Background: an optimization exercise with open tools, aiming at small area and a short achievable clock period. Do not read the settings as production practice. Only simulation tests tie the RTL to the original design; equivalence was not proved.

==> flow/design.v, too long to show whole: its modules and the start of the top module <==
// module synapse_decode: 386 lines
// module csa_fa: 10 lines
// module csa_ha: 9 lines
// module izh_step: 500 lines
// module izh_execute: 46 lines
// module spike_result: 66 lines
// module neuron_top: 62 lines
module neuron_top #(
    parameter int NEURON_INDEX = 1
) (
    input  logic        clk,
    input  logic        rst,
    input  logic        cfg_we,
    input  logic [5:0]  cfg_addr,
    input  logic [17:0] cfg_data,
    input  logic        axon_vld,
    input  logic [7:0]  axon_index,
    input  logic        nc_evaluate,
    input  logic        nc_reset,
    input  logic        nc_warmup,
    input  logic        out_granted,
    output logic        neur_output,
    output logic        out_pending,
    output logic [7:0]  out_bus,
    output logic [17:0] state_v,
    output logic [17:0] state_u
);
  // ...
==> flow/flow/run.sh <==
#!/bin/bash
# The standard layout, with timing repair aimed at a shorter period than the clock's
# (SETUP_SLACK_MARGIN) and drive-strength buffers on the ports.
set -euo pipefail
export SETUP_SLACK_MARGIN=14
export BUFFER_PORTS_ARGS="-buffer_cell sky130_fd_sc_hd__buf_2"
bash standard.sh > standard.log 2>&1
==> flow/standard.sh <==
#!/bin/bash
# synth_recipe.tcl (not shown) runs the flow's synth.tcl, then flattens the netlist and writes it again
# the make line also repeats each setting of config.mk as NAME=value (left out here)
make -C /OpenROAD-flow-scripts/flow DESIGN_CONFIG=/design/flow/config.mk WORK_HOME=/design/flow/orfs CLKGATE_MAP_FILE= SYNTH_SCRIPT=/design/flow/synth_recipe.tcl "${@:-finish}"
==> flow/config.mk <==
export PLATFORM = sky130hd
export DESIGN_NAME = neuron_top
export DESIGN_NICKNAME = neuron_top
export VERILOG_FILES = /design/flow/design.v
export SDC_FILE = /design/flow/constraint.sdc
export NUM_CORES = 4
export LEC_CHECK = 0
export CAP_MARGIN = 20
export CORE_MARGIN = 2
export CORE_UTILIZATION = 40
export CTS_CLUSTER_DIAMETER = 100
export CTS_CLUSTER_SIZE = 30
export SLEW_MARGIN = 20
export SYNTH_HIERARCHICAL = 1
export SYNTH_MINIMUM_KEEP_SIZE = 0
==> flow/constraint.sdc <==
create_clock -name core_clock -period 24.0 [get_ports {clk}]
set_input_delay 4.8000 -clock core_clock [delete_from_list [all_inputs] [get_ports {clk}]]
set_output_delay 4.8000 -clock core_clock [all_outputs]
set_load 0.01 [all_outputs]
==> results.toml, run 1 <==
[hold_path]
min_from = "synapse_decode_i.bias_current[8]$_SDFFE_PP0P_"
hold_class = "register to register"

[floorplan]
die_h_um = 274.0
dieArea_um2 = 75050
nWellTaps = 950
num_io_pins = 86

[clock_tree]
clk_path_buf_depth = 3
cts_setup_buffers = 7
h-tree-depth = 1

[setup_path]
slowest_stage = "and2_4"
cp.required_ns = 19.20
crit_end = "neur_output"
r2r_setup_slack_ns = 14.45
crit_buf_inv = 2
critPathMaxFanout = 12
timing.critical_path.from = "nc_evaluate"

[finish]
diodes = 1
num-nonclk-buffers = 135
syn2layout_area_growth_pct = 8.734
num-multi-input-gates = 1685

[route]
wl_met1_um = 32550
drcViolationCount = 0
first_pass_iters = 5
wl_met2_um = 34880
top_layer = "met4"
vias = 17620

[sta]
rsz0062_at_grt = "true"
final.setup.tns_ns = 0
relSlewSlack = 0.3889

[place]
dp_cells = 3296

[run_status]
status = "finished clean"

[global_routing]
grt_usage = 0.1963
antenna_found_initial = 0
==> run 2: changes to the inputs <==
--- a/flow/config.mk
+++ b/flow/config.mk
@@ -5,11 +5,11 @@
 export SDC_FILE = /design/flow/constraint.sdc
 export NUM_CORES = 4
 export LEC_CHECK = 0
-export CAP_MARGIN = 20
+export CAP_MARGIN = 0
 export CORE_MARGIN = 2
 export CORE_UTILIZATION = 40
 export CTS_CLUSTER_DIAMETER = 100
 export CTS_CLUSTER_SIZE = 30
-export SLEW_MARGIN = 20
+export SLEW_MARGIN = 0
 export SYNTH_HIERARCHICAL = 1
 export SYNTH_MINIMUM_KEEP_SIZE = 0
==> results.toml, run 2 <==
[clock_tree]
clk_pin_slew_ns = 0.12
h-tree-depth = 1
clock-sinks = 417
cts_made_buffers = 23
clk_path_buf_depth = 3
cts_tree = "built"
root_buffer = "clkbuf_16"
cts.hold.buffers_added = 0
clkLatencyLatePin_ns = 0.62

[finish]
nets = 2930
reg_top3 = "synapse_decode_i.table_i: 160 flops, synapse_decode_i.table_w: 140 flops"
utilization = 0.4411
syn2layout_area_growth_pct = 8.734
final_common_cell = "fa_1"
layout-drive-gt1-share = 0.1180
final_cell_mix = "fa_1 (359), edfxtp_1 (300), nor2_1 (251), xnor2_1 (192), xor2_1 (170)"
largest_register_ffs = 160
multi_input_area_um2 = 16860
top_register = "synapse_decode_i.table_i"
fill_cells = 6605
regArea_um2 = 11380

[hold_path]
hold_class = "register to register"

[yosys]
synthCells = 2342
postSynthAreaPerCell_um2 = 12.45
syn_area_um2 = 29150
yosysWarnings = 11

[sta]
setup_violations = 0
holdWs_ns = 0.4796
relSlewSlack = 0.3889
post-route-period-util = 0.4165
setup_ws_ns = 14.00
worst_pin_slew_ns = 0.9166
drv_slew = 0
final.setup.tns_ns = 0
max_freq_mhz = 100.0
layout_min_cycle_time_ns = 9.996
finClkSkew_ns = 0.04856
rsz0062_at_grt = "true"
hold_viol_final = 0

[floorplan]
die_x_um = 274.0
num_io_pins = 86
core-area_um2 = 71850
die_h_um = 274.0
dieArea_um2 = 75050
num_rows = 98
start_util = 0.4057

[setup_path]
criticalPathCategory = "primary input to output port"
startpoint_type = "primary input"
endpoint_kind = "output port"
slowest_stage = "and2_4"
worstPathArrival_ns = 5.20
cp_cell_sequence = "buf_16 > and2_4 > buf_6"
cp.required_ns = 19.20
critPathMaxFanout = 12
cp_slowest_stage_delay_ns = 0.15

[global_routing]
grt_pass1_vias = 18360
grt_usage = 0.1963
grt.overflow.total = 0
grt_max_degree = 70
antenna_found_initial = 0
grt_pass1_wl_um = 111400

[place]
io_buffer_count = 69
gp_congestion = 0.8564
dp_hpwl_um = 52900
preCtsSetupSlack_ns = 13.07

[route]
vias = 17620
drcViolationCount = 0
routed_via_density = 5.221
drt-total-wl_um = 72150
ant_nets = 0
first_pass_iters = 5
routedWlPerCell_um = 21.38
drt_iter0_drc = 1179

[job]
max_cap_violations = 0

[run_status]
status = "finished clean"
run 2: worst max-delay path: cells and delay by family:
family,cells,cell delay (ns)
buffers and inverters,2,0.25
AND/OR/NAND/NOR,1,0.15
run 2: timing repair:
action,in CTS,in global routing
pin swaps,2,5
cloned,2,0
gates resized for setup,23,48
buffers inserted,7,26
setup endpoints to repair,6,13
run 2: final cells by class:
type / instances / area share
repair buffers: 135 / 0.02897
clock buffers: 29 / 0.01887
flip-flops and latches: 417 / 0.3591
clock inverters: 13 / 0.005724
well taps: 950 / 0.03750
diodes: 1 / 0.00007895
multi-input cells: 1685 / 0.5318
inverters: 144 / 0.01796
run 2: metal layers:
layer  share of wire  GRT usage
met1            0.45     0.2773
met4           0.022    0.04291
met2            0.48     0.3272
met5               0          0
met3           0.043    0.02102
run 2: through the flow:
step / instance area [um2] / cells
floorplan: 29170 / 2348
global placement: 30420 / 3296
detailed placement: 30420 / 3296
CTS: 31380 / 3347
global route: 31690 / 3373
finish: 31700 / 3374
run 2: final timing paths:
path	start	endpoint	slack, ns	cells after the start
worst max-delay path	nc_evaluate	neur_output	14.00	3
worst min-delay path	synapse_decode_i.bias_current[8]$_SDFFE_PP0P_	synapse_decode_i.bias_current[8]$_SDFFE_PP0P_	0.48	2
worst max register to register	izh_execute_i.u[12]$_SDFFE_PP1P_	izh_execute_i.u[16]$_SDFFE_PP1P_	14.45	31
worst min register to register	synapse_decode_i.bias_current[8]$_SDFFE_PP0P_	synapse_decode_i.bias_current[8]$_SDFFE_PP0P_	0.48	2
==> run 3: changes to the inputs <==
==> flow/config.mk (replaced) <==
export PLATFORM = sky130hd
export DESIGN_NAME = neuron_top
export DESIGN_NICKNAME = neuron_top
export VERILOG_FILES = /design/flow/design.v
export SDC_FILE = /design/flow/constraint.sdc
export NUM_CORES = 4
export LEC_CHECK = 0
export CAP_MARGIN = 20
export CORE_MARGIN = 2
export CORE_UTILIZATION = 60
export CTS_CLUSTER_DIAMETER = 100
export CTS_CLUSTER_SIZE = 30
export PLACE_DENSITY = 0.7
export SLEW_MARGIN = 20
export SYNTH_HIERARCHICAL = 1
export SYNTH_MINIMUM_KEEP_SIZE = 0
==> results.toml, run 3 <==
[run_status]
status = "finished clean"

[clock_tree]
clk_pin_slew_ns = 0.11
cts_tree = "built"
h-tree-depth = 1
clkLatencyLatePin_ns = 0.58
root_buffer = "clkbuf_16"
clk_path_buf_depth = 3
cts_made_buffers = 21
clock-sinks = 417

[yosys]
postSynthAreaPerCell_um2 = 12.45
syn_area_um2 = 29150
yosysWarnings = 11
synthCells = 2342

[sta]
setup_violations = 0
worst_pin_slew_ns = 0.9579
finClkSkew_ns = 0.02849
layout_min_cycle_time_ns = 9.989
relSlewSlack = 0.3614
final.setup.tns_ns = 0
max_freq_mhz = 100.1
post-route-period-util = 0.4162
hold_viol_final = 0
rsz0062_at_grt = "true"
drv_slew = 0

[finish]
largest_register_ffs = 160
top_register = "synapse_decode_i.table_i"
utilization = 0.6509
nets = 2920
layout-drive-gt1-share = 0.1116
reg_top3 = "synapse_decode_i.table_i: 160 flops, synapse_decode_i.table_w: 140 flops"
syn2layout_area_growth_pct = 6.842
final_common_cell = "fa_1"
final_cell_mix = "fa_1 (359), edfxtp_1 (300), nor2_1 (252), xnor2_1 (192), xor2_1 (170)"

[global_routing]
grt.overflow.total = 0
grt_usage = 0.2836
grt_pass1_wl_um = 106800
antenna_found_initial = 3
grt_max_degree = 67
grt_pass1_vias = 18420

[route]
vias = 17750
drt_iter0_drc = 1336
first_pass_iters = 4
routed_via_density = 5.860
drt-total-wl_um = 68960
ant_nets = 0
drcViolationCount = 0
routedWlPerCell_um = 22.77

[setup_path]
critPathMaxFanout = 8
startpoint_type = "primary input"
worstPathArrival_ns = 5.19
endpoint_kind = "output port"
cp.required_ns = 19.20
criticalPathCategory = "primary input to output port"

[floorplan]
core-area_um2 = 47850
num_rows = 80
start_util = 0.6093
dieArea_um2 = 50360
num_io_pins = 86
die_x_um = 224.4
die_h_um = 224.4

[job]
max_cap_violations = 0

[place]
io_buffer_count = 69
gp_congestion = 0.8962
dp_hpwl_um = 49740

[hold_path]
hold_class = "register to register"
run 3: changes by cell type in the layout (fill, tap and decap cells not counted), moves of 3 or more:
cell        before  now
inv_1          129  132
inv_16           3    0
clkinvlp_4       8    4
buf_4           63   55
run 3: cell type report:
| class | count | area, um2 |
|---|---|---|
| Antenna cell | 3 | 7.507 |
| Clock buffer | 28 | 551.8 |
| Clock inverter | 10 | 162.7 |
| Fill cell | 3589 | 16700 |
| Inverter | 144 | 555.5 |
| Multi-Input combinational cell | 1685 | 16870 |
| Sequential cell | 417 | 11380 |
| Tap cell | 615 | 769.5 |
| Timing Repair Buffer | 127 | 853.3 |
run 3: worst max-delay path, cell delays in order:
cell	delay (ns)
buf_8	0.10
and3_4	0.17
buf_2	0.12
run 3: worst paths after layout:
check	startpoint	end	slack, ns	cells after the start
worst max-delay path	out_granted	out_bus[0]	14.01	3
worst min register to register	synapse_decode_i.bias_current[8]$_SDFFE_PP0P_	synapse_decode_i.bias_current[8]$_SDFFE_PP0P_	0.49	2
worst max register to register	izh_execute_i.u[4]$_SDFFE_PP0P_	izh_execute_i.q[19]$_SDFFE_PP0P_	14.45	33
worst min-delay path	synapse_decode_i.bias_current[8]$_SDFFE_PP0P_	synapse_decode_i.bias_current[8]$_SDFFE_PP0P_	0.49	2
run 3: through the flow:
step,worst slack (ns),cells,hold WS (ns),area (um2)
2_1_floorplan,14.03,2348,0.4358,29170
3_3_place_gp,13.14,2963,0.4512,30010
3_5_place_dp,13.14,2963,0.4772,30010
4_1_cts,13.95,3004,0.4934,30800
5_1_grt,13.95,3027,0.5127,31140
6_report,14.01,3029,0.4897,31140
run 3: routing by layer:
layer / routed length, um / up-vias / track usage
met1: 29610 / 9149 / 0.4067
met3: 4955 / 105 / 0.04886
met2: 32430 / 573 / 0.4533
li1: - / 7923 / -
met5: 0 / - / 0
met4: 1962 / 0 / 0.07562
run 3: timing repair:
item,CTS,global route
endpoints found under the setup margin,4,14
pin swaps,2,7
gates resized for setup,17,49
gates cloned,1,1
hold buffers,0,0
buffers inserted,2,21
==> module izh_execute, before the edit <==
module izh_execute (
    input  logic        clk,
    input  logic        rst,
    input  logic        nc_reset,
    input  logic        nc_evaluate,
    input  logic [8:0]  syn_current,
    input  logic [8:0]  bias_current,
    output logic        spiking,
    output logic [17:0] v,
    output logic [17:0] u
);
    logic [19:0] q;
    logic [20:0] v_raw;
    logic [17:0] u_raw;
    logic [24:0] sq;
    logic        spike_raw;
    izh_step izh_step_i (
        .v            (v),
        .u            (u),
        .q            (q),
        .syn_current  (syn_current),
        .bias_current (bias_current),
        .spike_raw    (spike_raw),
        .v_raw        (v_raw),
        .u_raw        (u_raw),
        .sq           (sq)
    );
    assign spiking = nc_evaluate && spike_raw;
    always_ff @(posedge clk) begin
        if (rst || nc_reset) begin
            v <= 18'h2e800;
            u <= 18'h3b000;
            q <= 20'h26480;
        end else if (nc_evaluate) begin
            if (spike_raw) begin
                v <= 18'h2fc00;
                u <= u + 18'd6144;
                q <= 20'h21020;
            end else begin
                v <= v_raw[17:0];
                u <= u_raw;
                q <= sq[24:5];
            end
        end
    end
endmodule
==> module spike_result, before the edit <==
module spike_result #(
    parameter int NEURON_INDEX = 1
) (
    input  logic       clk,
    input  logic       rst,
    input  logic       nc_reset,
    input  logic       nc_evaluate,
    input  logic       nc_warmup,
    input  logic       out_granted,
    input  logic       spiking,
    input  logic       cfg_we,
    input  logic [5:0] cfg_addr,
    input  logic [5:0] cfg_data,
    output logic       out_pending,
    output logic [7:0] out_bus
);
    logic [5:0] step_len;
    logic [5:0] step_cntr;
    logic [5:0] step_cntr_nxt;
    logic       out_level;
    logic       out_level_nxt;
    logic       pend;
    logic       upd_en;
    always_ff @(posedge clk) begin
        if (rst) begin
            step_len <= 6'd40;
        end else if (cfg_we && cfg_addr == 6'd1) begin
            step_len <= cfg_data;
        end
    end
    assign upd_en = (nc_evaluate && !nc_warmup) || out_granted;
    always_comb begin
        if ((spiking && step_cntr == '0)
            || (!spiking && step_cntr == 6'd1)) begin
            out_level_nxt = 1'b1;
        end else if (out_granted) begin
            out_level_nxt = 1'b0;
        end else begin
            out_level_nxt = out_level;
        end
        step_cntr_nxt = step_cntr;
        if (spiking) begin
            step_cntr_nxt = step_len;
        end else if (step_cntr != '0) begin
            step_cntr_nxt = step_cntr - 6'd1;
        end
    end
    always_ff @(posedge clk) begin
        if (rst || nc_reset) begin
            out_level <= 1'b0;
            step_cntr <= '0;
        end else if (upd_en) begin
            out_level <= out_level_nxt;
            step_cntr <= step_cntr_nxt;
        end
    end
    always_ff @(posedge clk) begin
        if (rst || out_granted) begin
            pend <= 1'b0;
        end else if (nc_evaluate) begin
            pend <= 1'b1;
        end
    end
    assign out_pending = out_level && pend;
    assign out_bus = (out_pending && out_granted) ? 8'(NEURON_INDEX) : '0;
endmodule
==> module neuron_top, before the edit <==
module neuron_top #(
    parameter int NEURON_INDEX = 1
) (
    input  logic        clk,
    input  logic        rst,
    input  logic        cfg_we,
    input  logic [5:0]  cfg_addr,
    input  logic [17:0] cfg_data,
    input  logic        axon_vld,
    input  logic [7:0]  axon_index,
    input  logic        nc_evaluate,
    input  logic        nc_reset,
    input  logic        nc_warmup,
    input  logic        out_granted,
    output logic        neur_output,
    output logic        out_pending,
    output logic [7:0]  out_bus,
    output logic [17:0] state_v,
    output logic [17:0] state_u
);
    logic [8:0] syn_current;
    logic [8:0] bias_current;
    synapse_decode synapse_decode_i (
        .clk          (clk),
        .rst          (rst),
        .nc_reset     (nc_reset),
        .cfg_we       (cfg_we),
        .cfg_addr     (cfg_addr),
        .cfg_data     (cfg_data),
        .axon_vld     (axon_vld),
        .axon_index   (axon_index),
        .syn_current  (syn_current),
        .bias_current (bias_current)
    );
    izh_execute izh_execute_i (
        .clk          (clk),
        .rst          (rst),
        .nc_reset     (nc_reset),
        .nc_evaluate  (nc_evaluate),
        .syn_current  (syn_current),
        .bias_current (bias_current),
        .spiking      (neur_output),
        .v            (state_v),
        .u            (state_u)
    );
    spike_result #(
        .NEURON_INDEX (NEURON_INDEX)
    ) spike_result_i (
        .clk          (clk),
        .rst          (rst),
        .nc_reset     (nc_reset),
        .nc_evaluate  (nc_evaluate),
        .nc_warmup    (nc_warmup),
        .out_granted  (out_granted),
        .spiking      (neur_output),
        .cfg_we       (cfg_we),
        .cfg_addr     (cfg_addr),
        .cfg_data     (cfg_data[5:0]),
        .out_pending  (out_pending),
        .out_bus      (out_bus)
    );
endmodule
==> run 4: changes to the inputs <==
--- a/flow/design.v
+++ b/flow/design.v
@@ -967,7 +967,7 @@
     input  logic        nc_evaluate,
     input  logic [8:0]  syn_current,
     input  logic [8:0]  bias_current,
-    output logic        spiking,
+    output logic        spike_raw,
     output logic [17:0] v,
     output logic [17:0] u
 );
@@ -975,7 +975,6 @@
     logic [20:0] v_raw;
     logic [17:0] u_raw;
     logic [24:0] sq;
-    logic        spike_raw;
     izh_step izh_step_i (
         .v            (v),
         .u            (u),
@@ -987,7 +986,6 @@
         .u_raw        (u_raw),
         .sq           (sq)
     );
-    assign spiking = nc_evaluate && spike_raw;
     always_ff @(posedge clk) begin
         if (rst || nc_reset) begin
             v <= 18'h2e800;
@@ -1016,7 +1014,7 @@
     input  logic       nc_evaluate,
     input  logic       nc_warmup,
     input  logic       out_granted,
-    input  logic       spiking,
+    input  logic       spike_raw,
     input  logic       cfg_we,
     input  logic [5:0] cfg_addr,
     input  logic [5:0] cfg_data,
@@ -1030,6 +1028,10 @@
     logic       out_level_nxt;
     logic       pend;
     logic       upd_en;
+    logic       spiking;
+    logic       out_level_d;
+    logic       pend_d;
+    logic       pending_q;
     always_ff @(posedge clk) begin
         if (rst) begin
             step_len <= 6'd40;
@@ -1037,6 +1039,7 @@
             step_len <= cfg_data;
         end
     end
+    assign spiking = nc_evaluate && spike_raw;
     assign upd_en = (nc_evaluate && !nc_warmup) || out_granted;
     always_comb begin
         if ((spiking && step_cntr == '0)
@@ -1054,24 +1057,34 @@
             step_cntr_nxt = step_cntr - 6'd1;
         end
     end
-    always_ff @(posedge clk) begin
+    always_comb begin
         if (rst || nc_reset) begin
-            out_level <= 1'b0;
-            step_cntr <= '0;
+            out_level_d = 1'b0;
         end else if (upd_en) begin
-            out_level <= out_level_nxt;
-            step_cntr <= step_cntr_nxt;
+            out_level_d = out_level_nxt;
+        end else begin
+            out_level_d = out_level;
         end
-    end
-    always_ff @(posedge clk) begin
         if (rst || out_granted) begin
-            pend <= 1'b0;
+            pend_d = 1'b0;
         end else if (nc_evaluate) begin
-            pend <= 1'b1;
+            pend_d = 1'b1;
+        end else begin
+            pend_d = pend;
         end
     end
-    assign out_pending = out_level && pend;
-    assign out_bus = (out_pending && out_granted) ? 8'(NEURON_INDEX) : '0;
+    always_ff @(posedge clk) begin
+        if (rst || nc_reset) begin
+            step_cntr <= '0;
+        end else if (upd_en) begin
+            step_cntr <= step_cntr_nxt;
+        end
+        out_level <= out_level_d;
+        pend      <= pend_d;
+        pending_q <= out_level_d && pend_d;
+    end
+    assign out_pending = pending_q;
+    assign out_bus = (pending_q && out_granted) ? 8'(NEURON_INDEX) : '0;
 endmodule
 `timescale 1ns/10ps
 module neuron_top #(
@@ -1096,6 +1109,7 @@
 );
     logic [8:0] syn_current;
     logic [8:0] bias_current;
+    logic       spike_raw;
     synapse_decode synapse_decode_i (
         .clk          (clk),
         .rst          (rst),
@@ -1115,10 +1129,11 @@
         .nc_evaluate  (nc_evaluate),
         .syn_current  (syn_current),
         .bias_current (bias_current),
-        .spiking      (neur_output),
+        .spike_raw    (spike_raw),
         .v            (state_v),
         .u            (state_u)
     );
+    assign neur_output = nc_evaluate && spike_raw;
     spike_result #(
         .NEURON_INDEX (NEURON_INDEX)
     ) spike_result_i (
@@ -1128,7 +1143,7 @@
         .nc_evaluate  (nc_evaluate),
         .nc_warmup    (nc_warmup),
         .out_granted  (out_granted),
-        .spiking      (neur_output),
+        .spike_raw    (spike_raw),
         .cfg_we       (cfg_we),
         .cfg_addr     (cfg_addr),
         .cfg_data     (cfg_data[5:0]),
--- a/flow/config.mk
+++ b/flow/config.mk
@@ -7,10 +7,10 @@
 export LEC_CHECK = 0
 export CAP_MARGIN = 20
 export CORE_MARGIN = 2
-export CORE_UTILIZATION = 60
+export CORE_UTILIZATION = 75
 export CTS_CLUSTER_DIAMETER = 100
 export CTS_CLUSTER_SIZE = 30
-export PLACE_DENSITY = 0.7
+export PLACE_DENSITY = 0.85
 export SLEW_MARGIN = 20
 export SYNTH_HIERARCHICAL = 1
 export SYNTH_MINIMUM_KEEP_SIZE = 0
==> results.toml, run 4 <==
[clock_tree]
root_buffer = "clkbuf_16"
cts_tree = "built"
cts.hold.buffers_added = 0
clk_path_buf_depth = 3
clock-sinks = 418
clk_pin_slew_ns = 0.11
cts_made_buffers = 20
clkLatencyLatePin_ns = 0.59
h-tree-depth = 1

[setup_path]
endpoint_kind = "output port"
cp.required_ns = 19.20
worstPathArrival_ns = 5.19
criticalPathCategory = "primary input to output port"
critPathMaxFanout = 7
startpoint_type = "primary input"

[route]
ant_nets = 0
vias = 18610
routed_via_density = 6.338
drt-total-wl_um = 71210
drcViolationCount = 0
first_pass_iters = 6
drt_iter0_drc = 1934
routedWlPerCell_um = 24.26

[sta]
drv_slew = 0
post-route-period-util = 0.4163
setup_violations = 0
worst_pin_slew_ns = 1.155
finClkSkew_ns = 0.04112
holdWs_ns = 0.4803
layout_min_cycle_time_ns = 9.990
hold_viol_final = 0
relSlewSlack = 0.2289
rsz0062_at_grt = "true"
final.setup.tns_ns = 0
max_freq_mhz = 100.1

[finish]
final_common_cell = "fa_1"
final_cell_mix = "fa_1 (359), edfxtp_1 (300), nor2_1 (252), xnor2_1 (193), xor2_1 (170)"
syn2layout_area_growth_pct = 6.236
reg_top3 = "synapse_decode_i.table_i: 160 flops, synapse_decode_i.table_w: 140 flops"
nets = 2927
largest_register_ffs = 160
layout-drive-gt1-share = 0.1096
top_register = "synapse_decode_i.table_i"

[global_routing]
met3_usage = 0.07305
grt_pass1_vias = 19750
busiest_layer = "met2"
grt.overflow.total = 0
grt_pass1_wl_um = 110300
met1_usage = 0.4822
antenna_found_initial = 2
grt_max_degree = 61
met2_usage = 0.6010
grt_usage = 0.3627

[hold_path]
hold_class = "register to register"

[floorplan]
num_rows = 72
core-area_um2 = 38560
dieArea_um2 = 40520
die_h_um = 201.3
num_io_pins = 86
die_x_um = 201.3
start_util = 0.7572

[yosys]
postSynthAreaPerCell_um2 = 12.42
syn_area_um2 = 29190
yosysWarnings = 11
synthCells = 2350

[job]
max_cap_violations = 0

[place]
dp_hpwl_um = 51010
io_buffer_count = 69
gp_congestion = 0.9221

[run_status]
status = "finished clean"
## run 4: critical path, stage by stage
cell and delay [ns]:
buf_4 0.14, and2_4 0.14, buf_6 0.11
## run 4: what timing repair did
| item | CTS | global route |
|---|---|---|
| setup endpoints to repair | 6 | 13 |
| buffers inserted | 6 | 18 |
| gates resized for setup | 12 | 50 |
| cloned | 0 | 2 |
| pin swaps | 0 | 4 |
## run 4: final timing paths
| check | to | slack [ns] | from | cells past startpoint |
|---|---|---|---|---|
| worst min-delay path | synapse_decode_i.bias_current[7]$_SDFFE_PP0P_ | 0.48 | synapse_decode_i.bias_current[7]$_SDFFE_PP0P_ | 2 |
| worst max-delay path | out_bus[0] | 14.01 | out_granted | 3 |
| worst min register to register | synapse_decode_i.bias_current[7]$_SDFFE_PP0P_ | 0.48 | synapse_decode_i.bias_current[7]$_SDFFE_PP0P_ | 2 |
| worst max register to register | izh_execute_i.u[16]$_SDFFE_PP1P_ | 14.20 | izh_execute_i.u[11]$_SDFFE_PP0P_ | 32 |
## run 4: cell type report
| cell class | instances | area [um2] |
|---|---|---|
| clock buffers | 28 | 530.5 |
| diodes | 1 | 2.502 |
| well taps | 518 | 648.1 |
| clock inverters | 8 | 153.9 |
| flip-flops and latches | 418 | 11400 |
| repair buffers | 126 | 832.0 |
| multi-input cells | 1690 | 16870 |
| fillers | 2199 | 7542 |
| inverters | 147 | 576.8 |
## run 4: layer usage
metal,wire [um],vias up
met5,11,-
met4,3056,2
met3,6598,223
met2,34970,1019
met1,26580,9406
li1,-,7957
## run 4: metrics by stage
stage               utilization  cells  setup slack (ns)  area (um2)
floorplan                     -   2356             14.23       29220
global placement         0.7757   2873             13.64       29910
detailed placement       0.7758   2873             13.62       29910
CTS                      0.7960   2915             13.75       30690
global route             0.8044   2936             13.86       31010
finish                   0.8044   2936             14.01       31010
==> run 5: changes to the inputs <==
==> flow/flow/run.sh (replaced) <==
#!/bin/bash
# The standard layout, with timing repair aimed at a shorter period than the clock's
# (SETUP_SLACK_MARGIN) and drive-strength buffers on the ports.
set -euo pipefail
export SETUP_SLACK_MARGIN=14.5
export BUFFER_PORTS_ARGS="-buffer_cell sky130_fd_sc_hd__buf_2"
bash standard.sh > standard.log 2>&1
--- a/flow/config.mk
+++ b/flow/config.mk
@@ -7,10 +7,10 @@
 export LEC_CHECK = 0
 export CAP_MARGIN = 20
 export CORE_MARGIN = 2
-export CORE_UTILIZATION = 75
+export CORE_UTILIZATION = 60
 export CTS_CLUSTER_DIAMETER = 100
 export CTS_CLUSTER_SIZE = 30
-export PLACE_DENSITY = 0.85
+export PLACE_DENSITY = 0.7
 export SLEW_MARGIN = 20
 export SYNTH_HIERARCHICAL = 1
 export SYNTH_MINIMUM_KEEP_SIZE = 0
==> results.toml, run 5 <==
[hold_path]
holdPathStages = 2
min_to = "synapse_decode_i.bias_current[8]$_SDFFE_PP0P_"
min_from = "synapse_decode_i.bias_current[8]$_SDFFE_PP0P_"
hold_class = "register to register"

[route]
first_pass_iters = 5
routed_via_density = 5.917
ant_nets = 0
drcViolationCount = 0
drt-total-wl_um = 71340
vias = 18180
drt_iter0_drc = 1367
routedWlPerCell_um = 23.22

[sta]
worst_pin_slew_ns = 1.111
relSlewSlack = 0.2592
setup_violations = 0
final.setup.tns_ns = 0
hold_viol_final = 0
post-route-period-util = 0.4147
rsz0062_at_grt = "true"
holdWs_ns = 0.4736
finClkSkew_ns = 0.03447
layout_min_cycle_time_ns = 9.954
max_freq_mhz = 100.5
drv_slew = 0

[place]
dp_cells = 2971
dp_hpwl_um = 51270
gp_congestion = 0.8930
io_buffer_count = 69

[setup_path]
startpoint_type = "primary input"
worstPathArrival_ns = 5.15
r2r-end = "izh_execute_i.u[17]$_SDFFE_PP1P_"
cp.required_ns = 19.20
criticalPathCategory = "primary input to output port"
reg2reg_from = "izh_execute_i.u[12]$_SDFFE_PP1P_"
reg2reg_depth = 32
critPathMaxFanout = 2
r2r_setup_slack_ns = 14.79
endpoint_kind = "output port"

[floorplan]
num_rows = 80
start_util = 0.6102
die_x_um = 224.6
die_h_um = 224.6
num_io_pins = 86
core-area_um2 = 47850
dieArea_um2 = 50440

[yosys]
yosysWarnings = 11
postSynthAreaPerCell_um2 = 12.42
syn_area_um2 = 29190
synthCells = 2350

[finish]
nets = 2965
stdcell_count = 3072
final_cell_mix = "fa_1 (357), edfxtp_1 (300), nor2_1 (250), xnor2_1 (193), xor2_1 (170)"
final_common_cell = "fa_1"
layout-drive-gt1-share = 0.1433
syn2layout_area_growth_pct = 8.692
reg_top3 = "synapse_decode_i.table_i: 160 flops, synapse_decode_i.table_w: 140 flops"
top_register = "synapse_decode_i.table_i"
largest_register_ffs = 160
fill_cells = 3537

[clock_tree]
cts.hold.buffers_added = 0
clk_pin_slew_ns = 0.11
root_buffer = "clkbuf_16"
clkLatencyLatePin_ns = 0.59
clock-sinks = 418
clk_path_buf_depth = 3
cts_made_buffers = 21
h-tree-depth = 1
cts_tree = "built"

[global_routing]
antenna_found_initial = 0
grt_max_degree = 48
grt_pass1_wl_um = 108600
grt_pass1_vias = 18700
grt_usage = 0.2894
grt.overflow.total = 0

[job]
max_cap_violations = 0

[run_status]
status = "finished clean"
## run 5: layout make-up
class	count	area, um2	share of cell area
Inverter	147	598.1	0.01885
Antenna cell	1	2.502	0.00007886
Tap cell	615	769.5	0.02425
Clock buffer	30	600.6	0.01893
Clock inverter	8	130.1	0.004101
Multi-Input combinational cell	1690	17050	0.5372
Timing Repair Buffer	163	1156	0.03643
Sequential cell	418	11430	0.3601
## run 5: how the worst max path moves through the flow
stage           startpoint          end  slack (ns)  cells after the start
2_1_floorplan  nc_evaluate  neur_output       14.26                      1
3_3_place_gp   nc_evaluate  neur_output       13.58                      3
3_5_place_dp   nc_evaluate  neur_output       13.58                      3
4_1_cts        nc_evaluate  neur_output       14.05                      3
5_1_grt        nc_evaluate  neur_output       14.04                      3
6_report       nc_evaluate  neur_output       14.05                      3
## run 5: stage by stage
stage	util	instance area (um2)	setup slack, ns
after floorplan	-	29220	14.26
after global placement	0.6284	30070	13.58
after detailed placement	0.6284	30070	13.58
after CTS	0.6505	31120	14.05
after global routing	0.6632	31730	14.04
final	0.6632	31730	14.05
## run 5: per-layer routing
metal	vias up	wire length, um	global-route usage
met2	656	34090	0.4708
met3	157	5398	0.05395
met4	0	2429	0.09015
met1	9317	29420	0.3993
met5	-	0	0
li1	8046	-	-
## run 5: worst max-delay path: stages
cell    delay, ns
buf_16       0.10
and2_4       0.14
buf_6        0.11
## run 5: timing repair
item / 4_1_cts / 5_1_grt
pin swaps: 4 / 11
endpoints found under the setup margin: 16 / 15
setup buffers: 15 / 45
cloned: 1 / 1
resized for setup: 56 / 76
==> run 6: changes to the inputs <==
==> flow/flow/run.sh (replaced) <==
#!/bin/bash
# The standard layout, with timing repair aimed at a shorter period than the clock's
# (SETUP_SLACK_MARGIN) and drive-strength buffers on the ports.
set -euo pipefail
export SETUP_SLACK_MARGIN=14.2
export BUFFER_PORTS_ARGS="-buffer_cell sky130_fd_sc_hd__buf_2"
bash standard.sh > standard.log 2>&1
==> results.toml, run 6 <==
[yosys]
syn_area_um2 = 29190
yosysWarnings = 11
postSynthAreaPerCell_um2 = 12.42
synthCells = 2350

[floorplan]
num_io_pins = 86
core-area_um2 = 47850
dieArea_um2 = 50440
die_x_um = 224.6
die_h_um = 224.6
num_rows = 80
start_util = 0.6102

[sta]
hold_viol_final = 0
rsz0062_at_grt = "true"
finClkSkew_ns = 0.02747
relSlewSlack = 0.2878
holdWs_ns = 0.4763
setup_violations = 0
post-route-period-util = 0.4148
max_freq_mhz = 100.4
layout_min_cycle_time_ns = 9.955
drv_slew = 0
final.setup.tns_ns = 0
worst_pin_slew_ns = 1.068

[clock_tree]
clock-sinks = 418
clk_pin_slew_ns = 0.11
clkLatencyLatePin_ns = 0.59
clk_path_buf_depth = 3
cts_made_buffers = 21
root_buffer = "clkbuf_16"
cts_tree = "built"
h-tree-depth = 1

[route]
met3_length_um = 4299
ant_nets = 0
top_layer = "met4"
first_pass_iters = 5
routed_via_density = 5.893
vias = 17950
drcViolationCount = 0
drt-total-wl_um = 70420
drt_iter0_drc = 1573
wl_met1_um = 29820
routedWlPerCell_um = 23.12
wl_met2_um = 34580

[run_status]
status = "finished clean"

[setup_path]
slowest_stage = "and2_4"
criticalPathCategory = "primary input to output port"
cp.required_ns = 19.20
crit_buf_inv = 2
startpoint_type = "primary input"
endpoint_kind = "output port"
cp_slowest_stage_delay_ns = 0.14
crit_family = "buffers and inverters"
cp_cell_sequence = "buf_16 > and2_4 > buf_6"
critPathMaxFanout = 2
worstPathArrival_ns = 5.16

[finish]
stdcell_count = 3046
layout-drive-gt1-share = 0.1222
final_common_cell = "fa_1"
utilization = 0.6555
fin_area_um2 = 31360
syn2layout_area_growth_pct = 7.431
top_register = "synapse_decode_i.table_i"
largest_register_ffs = 160
final_cell_mix = "fa_1 (359), edfxtp_1 (300), nor2_1 (252), xnor2_1 (192), xor2_1 (170)"
reg_top3 = "synapse_decode_i.table_i: 160 flops, synapse_decode_i.table_w: 140 flops"
nets = 2939

[hold_path]
hold_class = "register to register"

[global_routing]
grt_max_degree = 45
antenna_found_initial = 0
grt_pass1_wl_um = 108700
grt.overflow.total = 0
grt_pass1_vias = 18730
grt_usage = 0.2884

[job]
max_cap_violations = 0

[place]
gp_congestion = 0.9042
dpl_cell_area_um2 = 30060
dp_hpwl_um = 51260
dp_cells = 2971
io_buffer_count = 69
run 6: path summary, 6_finish.rpt:
| path | slack [ns] | end | depth (start not counted) | startpoint |
|---|---|---|---|---|
| worst max-delay path | 14.04 | neur_output | 3 | nc_evaluate |
| worst min-delay path | 0.48 | synapse_decode_i.bias_current[8]$_SDFFE_PP0P_ | 2 | synapse_decode_i.bias_current[8]$_SDFFE_PP0P_ |
| worst min register to register | 0.48 | synapse_decode_i.bias_current[8]$_SDFFE_PP0P_ | 2 | synapse_decode_i.bias_current[8]$_SDFFE_PP0P_ |
| worst max register to register | 14.56 | izh_execute_i.q[19]$_SDFFE_PP0P_ | 32 | izh_execute_i.u[10]$_SDFFE_PP0P_ |
run 6: per-layer routing:
| layer | global-route usage | vias up |
|---|---|---|
| met3 | 0.03396 | 105 |
| met1 | 0.4059 | 9271 |
| met5 | 0 | - |
| li1 | - | 7978 |
| met2 | 0.4835 | 595 |
| met4 | 0.07263 | 0 |
run 6: tightest hold or removal path: cells and delay by family (launching register included):
kind            cells  cell delay (ns)
flops               1             0.33
simple gates        1             0.05
compound gates      1             0.05
run 6: cell type report:
cell class              instances  area (um2)
clock buffers                  28       551.8
fillers                      3615       16480
inverters                     147       584.3
well taps                     615       769.5
multi-input cells            1690       16960
diodes                          1       2.502
clock inverters                10       161.4
flip-flops and latches        418       11410
repair buffers                137       933.4
run 6: repair_timing:
item / CTS / global route
buffers inserted: 12 / 22
hold endpoints to repair: 0 / 0
pin swaps: 0 / 7
gates resized for setup: 33 / 56
hold buffers: 0 / 0
setup endpoints to repair: 12 / 16
gates cloned: 1 / 1
run 6: through the flow:
stage	setup slack [ns]
after floorplan	14.23
after global placement	13.61
after detailed placement	13.60
after CTS	14.04
after global routing	14.01
final	14.04
==> run 7: changes to the inputs <==
==> flow/flow/run.sh (replaced) <==
#!/bin/bash
# The standard layout, with timing repair aimed at a shorter period than the clock's
# (SETUP_SLACK_MARGIN) and drive-strength buffers on the ports.
set -euo pipefail
export SETUP_SLACK_MARGIN=14
export BUFFER_PORTS_ARGS="-buffer_cell sky130_fd_sc_hd__buf_2"
bash standard.sh > standard.log 2>&1
==> results.toml, run 7 <==
[clock_tree]
root_buffer = "clkbuf_16"
h-tree-depth = 1
clk_path_buf_depth = 3
cts_tree = "built"
cts_made_buffers = 21
clk_pin_slew_ns = 0.11
clkLatencyLatePin_ns = 0.58
clock-sinks = 418
cts.hold.buffers_added = 0

[sta]
layout_min_cycle_time_ns = 9.981
post-route-period-util = 0.4159
drv_slew = 0
max_freq_mhz = 100.2
hold_viol_final = 0
relSlewSlack = 0.2890
setup_violations = 0
setup_ws_ns = 14.02
rsz0062_at_grt = "false"
worst_pin_slew_ns = 1.067
finClkSkew_ns = 0.02836
final.setup.tns_ns = 0

[place]
dp_hpwl_um = 51260
preCtsSetupSlack_ns = 13.60
io_buffer_count = 69
gp_congestion = 0.9042
dpl_cell_area_um2 = 30060

[setup_path]
worstPathArrival_ns = 5.18
cp.required_ns = 19.20
startpoint_type = "primary input"
critPathMaxFanout = 7
endpoint_kind = "output port"
criticalPathCategory = "primary input to output port"

[route]
drt-total-wl_um = 70210
vias = 18010
drcViolationCount = 0
drt_iter0_drc = 1484
routed_via_density = 5.914
first_pass_iters = 5
ant_nets = 0
routedWlPerCell_um = 23.05

[floorplan]
core-area_um2 = 47850
num_rows = 80
dieArea_um2 = 50440
die_h_um = 224.6
num_io_pins = 86
die_x_um = 224.6
start_util = 0.6102

[global_routing]
met3_usage = 0.03462
met1_usage = 0.4048
grt_usage = 0.2876
antenna_found_initial = 0
met2_usage = 0.4817
grt_max_degree = 45
grt_pass1_vias = 18630
busiest_layer = "met2"
grt_pass1_wl_um = 108500
grt.overflow.total = 0

[finish]
reg_top3 = "synapse_decode_i.table_i: 160 flops, synapse_decode_i.table_w: 140 flops"
largest_register_ffs = 160
multi_input_area_um2 = 16900
layout-drive-gt1-share = 0.1144
fill_cells = 3640
regArea_um2 = 11390
final_cell_mix = "fa_1 (359), edfxtp_1 (300), nor2_1 (252), xnor2_1 (192), xor2_1 (170)"
top_register = "synapse_decode_i.table_i"
syn2layout_area_growth_pct = 7.131
fin_area_um2 = 31280
nets = 2939
final_common_cell = "fa_1"

[yosys]
syn_area_um2 = 29190
synthCells = 2350
yosysWarnings = 11
postSynthAreaPerCell_um2 = 12.42

[job]
max_cap_violations = 0

[run_status]
status = "finished clean"

[hold_path]
hold_class = "register to register"
==> run 7: changes by cell type in the layout (fill, tap and decap cells not counted), sizes merged <==
cell and change:
inv +1, clkinvlp -1
==> run 7: worst paths after layout <==
check / from / endpoint / slack (ns) / depth (start not counted)
hold / removal: synapse_decode_i.bias_current[8]$_SDFFE_PP0P_ / synapse_decode_i.bias_current[8]$_SDFFE_PP0P_ / 0.48 / 2
hold reg to reg: synapse_decode_i.bias_current[8]$_SDFFE_PP0P_ / synapse_decode_i.bias_current[8]$_SDFFE_PP0P_ / 0.48 / 2
setup reg to reg: izh_execute_i.u[10]$_SDFFE_PP0P_ / izh_execute_i.q[19]$_SDFFE_PP0P_ / 14.34 / 32
setup / recovery: out_granted / out_bus[0] / 14.02 / 3
==> run 7: per-stage QoR <==
step	utilization	std cells	hold slack, ns
CTS	0.6457	3013	0.4738
global placement	0.6283	2971	0.4534
global route	0.6536	3045	0.5029
floorplan	-	2356	0.4268
detailed placement	0.6283	2971	0.4585
finish	0.6537	3046	0.4765
==> run 7: cell type report <==
| cell class | instances | area share |
|---|---|---|
| Multi-Input combinational cell | 1690 | 0.5404 |
| Sequential cell | 418 | 0.3643 |
| Timing Repair Buffer | 137 | 0.02936 |
| Tap cell | 615 | 0.02460 |
| Inverter | 147 | 0.01848 |
| Clock buffer | 28 | 0.01764 |
| Clock inverter | 10 | 0.005161 |
| Antenna cell | 1 | 0.00008001 |
==> run 7: metal layers <==
metal,vias up,wire (um)
li1,7993,-
met1,9306,29900
met2,599,34250
met5,-,0
met4,0,1724
met3,115,4333
==> run 7: what timing repair did <==
action / 4_1_cts / 5_1_grt
pin swaps: 0 / 6
resized for setup: 22 / 40
setup endpoints to repair: 6 / 13
buffers inserted: 3 / 31
cloned: 1 / 1
==> run 7: critical path, cell delays in order <==
cell    delay (ns)
buf_4         0.13
and2_4        0.13
buf_6         0.11

[re-timing with driven ports]
In the flow no input, the clock included, has a driving cell. The finished layouts below were timed again as built, in two steps.
Step 1 sets driving cells, clkbuf_16 on the clock port and buf_2 on the other inputs (assumed; they add their load-dependent delay and slew).
Step 2, shift: input delay + t, output delay - t, t = (earliest + latest rising clock arrival at the registers) / 2. This alone moves slack from input paths to output paths.
Three values: ideal ports, drivers, drivers and shift; two values: the first two.
run | shift t [ns] | slack for setup (ns) | worst setup path at the end
run 1 | 0.664 | 14.004 / 13.893 / 13.893 | input to output
run 2 | 0.664 | 14.004 / 13.893 / 13.893 | input to output
run 3 | 0.625 | 14.011 / 13.920 / 13.920 | input to output
run 4 | 0.629 | 14.010 / 13.950 / 13.950 | input to output
run 5 | 0.631 | 14.047 / 13.954 / 13.954 | input to output
run 6 | 0.633 | 14.045 / 13.966 / 13.966 | input to output
run 7 | 0.630 | 14.019 / 13.959 / 13.959 | input to output
After both steps setup and hold are still met in every run listed.
